Background: an optimization exercise with open tools, aiming at small area and few clock cycles per item. Do not read the settings as production practice.
The RTL was checked by simulation tests, not by an equivalence proof against the original design.

## hsl_neighbor_edge_map
module hsl_neighbor_edge_map (
  input  logic          clk_i,
  input  logic          rst_ni,
  input  logic          pix_valid_i,
  output logic          pix_ready_o,
  input  logic [7:0]    pix_hue_i,
  input  logic [7:0]    pix_sat_i,
  input  logic [7:0]    pix_light_i,
  input  logic          pix_frame_end_i,
  input  logic          cfg_valid_i,
  output logic          cfg_ready_o,
  input  logic [2:0]    cfg_index_i,
  input  logic [17:0]   cfg_data_i,
  output logic          res_valid_o,
  input  logic          res_ready_i,
  output logic          res_edge_o,
  output logic [4:0]    res_col_o,
  output logic [9:0]    res_row_o,
  output logic          res_run_last_o,
  output logic          res_frame_done_o
);
For scale: ~72 I/O pins, about 67000 um^2 of cells after synthesis.
Settings: LEC_CHECK=0, CAP_MARGIN=5, CELL_PAD_IN_SITES_DETAIL_PLACEMENT=1, CELL_PAD_IN_SITES_GLOBAL_PLACEMENT=2, CORE_MARGIN=2, CORE_UTILIZATION=30, PLACE_DENSITY=0.45, SLEW_MARGIN=5; clock period 12.0 ns.
standard.sh (not shown) runs the stock make flow with config.mk's settings and CLKGATE_MAP_FILE= SYNTH_SCRIPT=/design/flow/synth_recipe.tcl, a recipe that flattens the netlist after the stock synthesis.
==> flow/flow/run.sh <==
#!/bin/bash
# Layout flow: the standard flow, except that the carry-save core of each neighbour-pair
# compare (module hnem_csa) is laid down as the cell netlist that flow/gen_csa.py writes
# (and-or-invert partial products and full adders) instead of being left to Yosys and ABC.
#
#  1. gen_csa.py writes hnem_csa as sky130 cells; ABC proves it equal to the design's own
#     hnem_csa (the miter of the two, written by Yosys as an AIG).
#  3. The standard synthesis runs again with hnem_csa as a black box, so every other part of
#     the design, registers included, is synthesized the way the standard flow does it.
#  4. Yosys puts the cell netlist in place of each black box and flattens it into the top.
#  5. regs.py gives each register the instance name it has in the reference (Yosys leaves a
#     few registers with numbered names) and checks that the registers, names and cell types,
#     are exactly the reference's.
set -euo pipefail

W=$PWD
RES=$W/orfs/results/$FLOW_PLATFORM/hsl_neighbor_edge_map/base
LIB=$FLOW_HOME/platforms/$FLOW_PLATFORM/lib/sky130_fd_sc_hd__tt_025C_1v80.lib

python3 flow/gen_csa.py cells > hnem_csa_cells.v 2> gen_csa.log

# Equivalence of the cell netlist with the design's hnem_csa: Yosys writes their miter as an
# AIG, and ABC proves its output never 1 (iprove: UNSATISFIABLE).
cat > csa_miter.ys <<EOF
read_liberty -ignore_miss_func $LIB
read_verilog hnem_csa_cells.v
rename hnem_csa gate
read_verilog -sv $FLOW_DESIGN
rename hnem_csa gold
miter -equiv -flatten gold gate miter
hierarchy -top miter
flatten
techmap
opt_clean
aigmap
write_aiger -zinit csa_miter.aig
EOF
ABC=$(command -v yosys-abc || echo "$(dirname "$(command -v yosys)")/yosys-abc")
csa_equal() {
  yosys -l csa_miter.log -s csa_miter.ys > /dev/null 2>&1 &&
  "$ABC" -c "read csa_miter.aig; strash; iprove" > csa_iprove.log 2>&1 &&
  grep -q "^UNSATISFIABLE" csa_iprove.log
}

cat > csa_insert.ys <<EOF
read_liberty -lib $LIB
read_verilog hnem_csa_cells.v
read_verilog 1_2_yosys_blackbox.v
hierarchy -check -top $FLOW_TOP
flatten
opt_clean -purge
check -assert
stat -liberty $LIB
write_verilog -noattr -nohex -nodec 1_2_yosys_cells.v
EOF

bash standard.sh "$RES/1_2_yosys.v" > synth_ref.log 2>&1
cp "$RES/1_2_yosys.v" 1_2_yosys_ref.v
mv orfs orfs_ref

ok=0
if csa_equal; then
  if bash standard.sh SYNTH_BLACKBOXES=hnem_csa "$RES/1_2_yosys.v" > synth.log 2>&1; then
    cp "$RES/1_2_yosys.v" 1_2_yosys_blackbox.v
    if yosys -l csa_insert.log -s csa_insert.ys > csa_insert.out 2>&1 &&
       python3 flow/regs.py 1_2_yosys_ref.v 1_2_yosys_cells.v 1_2_yosys_final.v > regs.log 2>&1; then
      ok=1
    fi
  fi
fi

if [[ $ok == 1 ]]; then
  cp 1_2_yosys_final.v "$RES/1_2_yosys.v"
else
  echo "cell netlist not used: laying out the standard synthesis" > fallback.log
  rm -rf orfs
  cp -a orfs_ref orfs
fi
touch "$RES/1_2_yosys.v"
bash standard.sh "${1:-finish}" > layout.log 2>&1
Other scripts of this flow, unchanged in this note and not shown: flow/flow/csa_equiv.out, flow/flow/csa_gate.ys, flow/flow/gen_csa.py, flow/flow/regs.py
The starting point ran to the end with no violations.
Testbench counts at the start, summed over its fixed seeds: cycles 8,472, items 8,192.
Then changed:
Settings changed: CAP_MARGIN 5 to 20, SLEW_MARGIN 5 to 20.
Result: Area after synthesis does not change; count of clock-buffer cells in the layout went up by 6; cell area is lower slightly; sequential share of layout area goes up by 0.13 points; non-clock buffer count rises by 3; via count stays flat; clock skew climbs by 44 ps; core utilization came out lower by 0.12 points; cell count hardly moves; wire length hardly moves.
Then changed:
Settings changed: CTS_CLUSTER_DIAMETER set to 150, CTS_CLUSTER_SIZE set to 24.
- cell area fell by 2.8%
- clock skew fell by 28 ps
- hold slack improves by 80 ps
- via count fell by 0.69%
- non-clock buffer count is unchanged

========
hsl_neighbor_edge_map again, from the RTL that the note above started with.
export LEC_CHECK = 0
export CAP_MARGIN = 20
export CELL_PAD_IN_SITES_DETAIL_PLACEMENT = 1
export CELL_PAD_IN_SITES_GLOBAL_PLACEMENT = 2
export CORE_MARGIN = 2
export CORE_UTILIZATION = 30
export CTS_CLUSTER_DIAMETER = 150
export CTS_CLUSTER_SIZE = 20
export GPL_TIMING_DRIVEN = 0
export PLACE_DENSITY = 0.45
export SLEW_MARGIN = 20
create_clock -name core_clock -period 12.0 [get_ports {clk_i}]
Scripts as last shown in full above: flow/flow/run.sh
Other scripts of this flow, unchanged in this note and not shown: flow/flow/csa_equiv.out, flow/flow/csa_gate.ys, flow/flow/gen_csa.py, flow/flow/regs.py
The starting point completed with no timing, DRC or antenna violations.
Testbench counts at the start, summed over its fixed seeds: cycles 8,472, items 8,192.
==> next run, changes <==
--- a/flow/config.mk
+++ b/flow/config.mk
@@ -11,7 +11,6 @@
 export CORE_MARGIN = 2
-export CORE_UTILIZATION = 30
+export CORE_UTILIZATION = 35
 export CTS_CLUSTER_DIAMETER = 150
 export CTS_CLUSTER_SIZE = 20
-export GPL_TIMING_DRIVEN = 0
-export PLACE_DENSITY = 0.45
+export PLACE_DENSITY = 0.55
 export SLEW_MARGIN = 20
Effect: Clock-buffer cell count came out lower by 12; non-clock buffer count came out lower by 34; global-route usage came out higher by 2.3 points; critical path depth is unchanged; setup slack gets better by 0.13 ns; fmax came out higher by 1.2%; synthesized cell count does not change.
==> next run, changes <==
--- a/flow/config.mk
+++ b/flow/config.mk
@@ -11,6 +11,6 @@
 export CORE_MARGIN = 2
-export CORE_UTILIZATION = 35
+export CORE_UTILIZATION = 30
 export CTS_CLUSTER_DIAMETER = 150
 export CTS_CLUSTER_SIZE = 20
-export PLACE_DENSITY = 0.55
+export PLACE_DENSITY = 0.45
 export SLEW_MARGIN = 20
=> Synthesized cell count is unchanged; clock-buffer cell count falls by 2; routed wire length went up by about 6%; non-clock buffer count rose by 56; final area rose by about 1.5%; die area went up by 17%; area after synthesis stays the same.

==> separate check: timing with driven ports <==
Ports are ideal in the flow. The routed layouts listed here were re-timed in OpenROAD. Step 1 sets driving cells, clkbuf_16 on the clock port and buf_2 on the other inputs (assumed; they add their load-dependent delay and slew). Step 2 times the ports against the registers' clock, not the clock port: input delays grow and output delays shrink by t, the midpoint of the rising clock arrivals with the driver on. Slacks: ideal / step 1 / step 2; pairs: ideal / step 1.
| run | t, ns | setup slack, ns | worst setup path after step 2 |
|---|---|---|---|
| the first run of note 1 | 0.849 | 0.903 / 0.903 / 0.903 | register to register |
| the second run of note 1 | 0.841 | 1.022 / 1.022 / 1.022 | register to register |
| the third run of note 1 | 0.803 | 1.041 / 1.041 / 1.041 | register to register |
| the first run of note 2 | 0.807 | 0.390 / 0.390 / 0.390 | register to register |
| the second run of note 2 | 0.779 | 0.525 / 0.525 / 0.525 | register to register |
| the third run of note 2 | 0.819 | 0.993 / 0.993 / 0.993 | register to register |
After both steps setup and hold are still met in every run listed.
